This design comes from an exercise in tuning for small area, a short achievable clock period and few clock cycles per item on the open sky130 flow, not from production work. In this exercise RTL edits were held to simulation tests only and were not proved equivalent to the original.

== v6 ==
Design conv_engine, start of the top module:
module conv_engine (
	input  wire                                 clk,
	input  wire                                 rst_n,
	input  wire                                 start,
	input  wire [1:0]                           op,
	input  wire                                 in_valid,
	output logic                                in_ready,
	input  wire [4*16-1:0]       in_ifm,
	input  wire [4*16-1:0]       in_wgt,
	input  wire                                 in_last,
	output logic                                out_valid,
	input  wire                                 out_ready,
	output logic [4*16-1:0]      out_data,
	output logic                                out_last,
	output logic                                done
);
==> module maxpool_stage, before the edit <==
module maxpool_stage (
	input  wire                                  clk,
	input  wire                                  rst_n,
	input  wire                                  start,
	input  wire                                  busy,
	input  wire [1:0]                            op,
	input  wire [1:0]                            row_id,
	input  wire                                  row_final,
	input  wire [4-1:0][16-1:0]   row_data,
	output logic                                 out_valid,
	input  wire                                  out_ready,
	output logic [4-1:0][16-1:0]  out_data,
	output logic                                 out_last,
	output logic                                 done
);
	logic                                 pool_on;
	logic                                 leaky_on;
	logic [1:0]                           word_q;
	logic                                 sent_q;
	logic                                 ev_fin_q;
	logic [1:0][16-1:0]           ev_q;
	logic [4-1:0][16-1:0]  row_act;
	logic [4-1:0][16-1:0]  word;
	logic                                 word_ok;
	logic                                 load;
	function automatic logic gt(input logic [16-1:0] a, input logic [16-1:0] b);
		gt = $signed(a) > $signed(b);
	endfunction
	assign pool_on = (op == 2'd2);
	assign leaky_on = (op == 2'd1) || (op == 2'd2);
	for (genvar c = 0; c < 4; c++) begin : g_act
		leaky_relu_stage u_act (.on(leaky_on), .x(row_data[c]), .y(row_act[c]));
	end
	always_comb begin
		word = row_act;
		if (pool_on) begin
			word = '0;
			for (int j = 0; j < 2; j++) begin
				if (gt(ev_q[j], row_act[2*j]) && gt(ev_q[j], row_act[2*j+1])) begin
					word[j] = ev_q[j];
				end else if (gt(row_act[2*j+1], row_act[2*j])) begin
					word[j] = row_act[2*j+1];
				end else begin
					word[j] = row_act[2*j];
				end
			end
		end
	end
	assign word_ok = busy && !sent_q && row_final &&
		(pool_on ? (row_id == {word_q[0], 1'b1}) && ev_fin_q : (row_id == word_q));
	assign load = word_ok && (!out_valid || out_ready);
	always_ff @(posedge clk) begin
		if (!row_id[0]) begin
			for (int j = 0; j < 2; j++) begin
				ev_q[j] <= gt(row_act[2*j+1], row_act[2*j]) ? row_act[2*j+1] : row_act[2*j];
			end
		end
		if (load) begin
			out_data <= word;
		end
	end
	always_ff @(posedge clk or negedge rst_n) begin
		if (!rst_n) begin
			ev_fin_q <= 1'b0;
			word_q <= '0;
			sent_q <= 1'b0;
			out_valid <= 1'b0;
			out_last <= 1'b0;
			done <= 1'b0;
		end else begin
			if (!row_id[0]) begin
				ev_fin_q <= row_final;
			end
			done <= out_valid && out_ready && out_last;
			if (start) begin
				word_q <= '0;
				sent_q <= 1'b0;
			end else if (load) begin
				word_q <= word_q + 1'b1;
				sent_q <= pool_on ? word_q[0] : (word_q == 2'd3);
			end
			if (load) begin
				out_valid <= 1'b1;
				out_last <= pool_on ? word_q[0] : (word_q == 2'd3);
			end else if (out_ready) begin
				out_valid <= 1'b0;
			end
		end
	end
endmodule
==> module conv_engine, before the edit <==
module conv_engine (
	input  wire                                 clk,
	input  wire                                 rst_n,
	input  wire                                 start,
	input  wire [1:0]                           op,
	input  wire                                 in_valid,
	output logic                                in_ready,
	input  wire [4*16-1:0]       in_ifm,
	input  wire [4*16-1:0]       in_wgt,
	input  wire                                 in_last,
	output logic                                out_valid,
	input  wire                                 out_ready,
	output logic [4*16-1:0]      out_data,
	output logic                                out_last,
	output logic                                done
);
	localparam int N = 4;
	localparam int W = 16;
	logic [1:0]               row;
	logic                     take;
	logic                     take_last;
	logic [1:0]               cur_op;
	logic                     busy;
	logic                     clear;
	logic [7:0]               one_q;
	logic [7:0]               two_q;
	logic [7:0]               neg_q;
	logic [N-1:0][W-1:0]      y_q;
	logic                     last_q;
	logic [N-1:0][W-1:0]      s_hi;
	logic [N-1:0][W-1:0]      c_hi;
	logic [N-1:0]             c9;
	logic [N-1:0][W-1:0]      s_q;
	logic [N-1:0][W-1:0]      c_q;
	logic [N-1:0]             c9_q;
	logic                     plast_q;
	logic [N-1:0][W-1:0]      ring [N];
	logic [N-1:0]             fin_q;
	logic [1:0]               head_row;
	logic [1:0]               tail_row;
	fu_controller u_controller (
		.clk       (clk),
		.rst_n     (rst_n),
		.start     (start),
		.op        (op),
		.in_valid  (in_valid),
		.in_last   (in_last),
		.in_ready  (in_ready),
		.done      (done),
		.row       (row),
		.take      (take),
		.take_last (take_last),
		.cur_op    (cur_op),
		.busy      (busy),
		.clear     (clear)
	);
	operand_skew u_operands (
		.clk       (clk),
		.rst_n     (rst_n),
		.row       (row),
		.take      (take),
		.take_last (take_last),
		.ifm       (in_ifm),
		.wgt       (in_wgt),
		.one_q     (one_q),
		.two_q     (two_q),
		.neg_q     (neg_q),
		.y_q       (y_q),
		.last_q    (last_q)
	);
	pe_array u_mul (
		.b_one   (one_q),
		.b_two   (two_q),
		.b_neg   (neg_q),
		.y       (y_q),
		.s_hi    (s_hi),
		.c_hi    (c_hi),
		.c9      (c9)
	);
	always_ff @(posedge clk) begin
		s_q <= s_hi;
		c_q <= c_hi;
		c9_q <= c9;
	end
	assign head_row = row - 2'd2;
	assign tail_row = row - 2'd3;
	always_ff @(posedge clk) begin
		for (int c = 0; c < N; c++) begin
			ring[N-1][c] <= (clear ? '0 : ring[0][c]) + s_q[c] + c_q[c] + W'(c9_q[c]);
		end
		for (int r = 0; r < N - 1; r++) begin
			ring[r] <= ring[r+1];
		end
	end
	always_ff @(posedge clk or negedge rst_n) begin
		if (!rst_n) begin
			plast_q <= 1'b0;
			fin_q <= '0;
		end else begin
			plast_q <= last_q;
			if (start) begin
				fin_q <= '0;
			end else if (plast_q) begin
				fin_q[head_row] <= 1'b1;
			end
		end
	end
	maxpool_stage u_out (
		.clk       (clk),
		.rst_n     (rst_n),
		.start     (start),
		.busy      (busy),
		.op        (cur_op),
		.row_id    (tail_row),
		.row_final (fin_q[tail_row]),
		.row_data  (ring[N-1]),
		.out_valid (out_valid),
		.out_ready (out_ready),
		.out_data  (out_data),
		.out_last  (out_last),
		.done      (done)
	);
endmodule
make LEC_CHECK=0 CAP_MARGIN=20 CORE_MARGIN=2 CORE_UTILIZATION=40 SETUP_SLACK_MARGIN=5 SLEW_MARGIN=20 finish   # period 10.0 ns
run.sh (not shown) runs the stock make flow with config.mk's settings and CLKGATE_MAP_FILE= SYNTH_SCRIPT=/design/flow/synth_recipe.tcl, a recipe that flattens the netlist after the stock synthesis.
Testbench counts of v6, summed over its fixed seeds: cycles 14,572, tiles 384.
Inputs modified between v6 and v7:
--- a/flow/design.v
+++ b/flow/design.v
@@ -2621,6 +2621,7 @@
 	logic                                 sent_q;
 	logic                                 ev_fin_q;
 	logic [1:0][16-1:0]           ev_q;
+	logic [1:0][16-1:0]           evl_q;
 	logic [4-1:0][16-1:0]  row_act;
 	logic [4-1:0][16-1:0]  word;
 	logic                                 word_ok;
@@ -2638,9 +2639,9 @@
 		if (pool_on) begin
 			word = '0;
 			for (int j = 0; j < 2; j++) begin
-				if (gt(ev_q[j], row_act[2*j]) && gt(ev_q[j], row_act[2*j+1])) begin
-					word[j] = ev_q[j];
-				end else if (gt(row_act[2*j+1], row_act[2*j])) begin
+				if (gt(ev_q[j], row_data[2*j]) && gt(ev_q[j], row_data[2*j+1])) begin
+					word[j] = evl_q[j];
+				end else if (gt(row_data[2*j+1], row_data[2*j])) begin
 					word[j] = row_act[2*j+1];
 				end else begin
 					word[j] = row_act[2*j];
@@ -2654,7 +2655,13 @@
 	always_ff @(posedge clk) begin
 		if (!row_id[0]) begin
 			for (int j = 0; j < 2; j++) begin
-				ev_q[j] <= gt(row_act[2*j+1], row_act[2*j]) ? row_act[2*j+1] : row_act[2*j];
+				if (gt(row_data[2*j+1], row_data[2*j])) begin
+					ev_q[j] <= row_data[2*j+1];
+					evl_q[j] <= row_act[2*j+1];
+				end else begin
+					ev_q[j] <= row_data[2*j];
+					evl_q[j] <= row_act[2*j];
+				end
 			end
 		end
 		if (load) begin
@@ -2781,11 +2788,12 @@
 	assign tail_row = row - 2'd3;
 	always_ff @(posedge clk) begin
 		for (int c = 0; c < N; c++) begin
-			ring[N-1][c] <= (clear ? '0 : ring[0][c]) + s_q[c] + c_q[c] + W'(c9_q[c]);
+			ring[N-1][c] <= ring[0][c] + s_q[c] + c_q[c] + W'(c9_q[c]);
 		end
-		for (int r = 0; r < N - 1; r++) begin
-			ring[r] <= ring[r+1];
+		for (int r = 0; r < N - 2; r++) begin
+			ring[r+1] <= ring[r+2];
 		end
+		ring[0] <= clear ? '0 : ring[1];
 	end
 	always_ff @(posedge clk or negedge rst_n) begin
 		if (!rst_n) begin
v7 against v6; cell area is down by a few percent.
Of v7 and v6, it is v7 that has the lower cell count after synthesis.
In v7, number of cells upsized or downsized after cts is lower than in v6.
Number of well-tap cells placed: v7 < v6
v6 vs v7, uppermost layer routed: met4 vs met5
Compared to v6, v7 has clock latency on the worst-skew pair 0.02 ns higher.
Testbench counts of v7, summed over its fixed seeds: cycles 14,572, tiles 384.

==> what the ideal ports hide <==
The results above use ideal ports. As a check the final layouts listed here were re-extracted and re-timed, cells and wires unchanged. Step 1 assumes that a clkbuf_16 drives the clock port and a buf_2 every other input. Step 2 times the ports against the registers' clock, not the clock port: input delays grow and output delays shrink by t, the midpoint of the rising clock arrivals with the driver on. Slacks: ideal / step 1 / step 2; pairs: ideal / step 1.
run | t, ns | setup WS [ns] | latest minus earliest clock arrival (ns) | slew at the worst register clock pin (ns) | pins driven straight from the clock port
v6 | 0.700 | 4.805 / 4.805 / 4.805 | 0.027 / 0.027 | 0.07 / 0.07 | 1
v7 | 0.718 | 5.893 / 5.893 / 5.753 | 0.029 / 0.029 | 0.07 / 0.07 | 1
After both steps every run listed still meets setup and hold. For v7, which loses most, drivers alone change the setup slack by 0.000 ns; drivers and shift together by -0.140 ns.
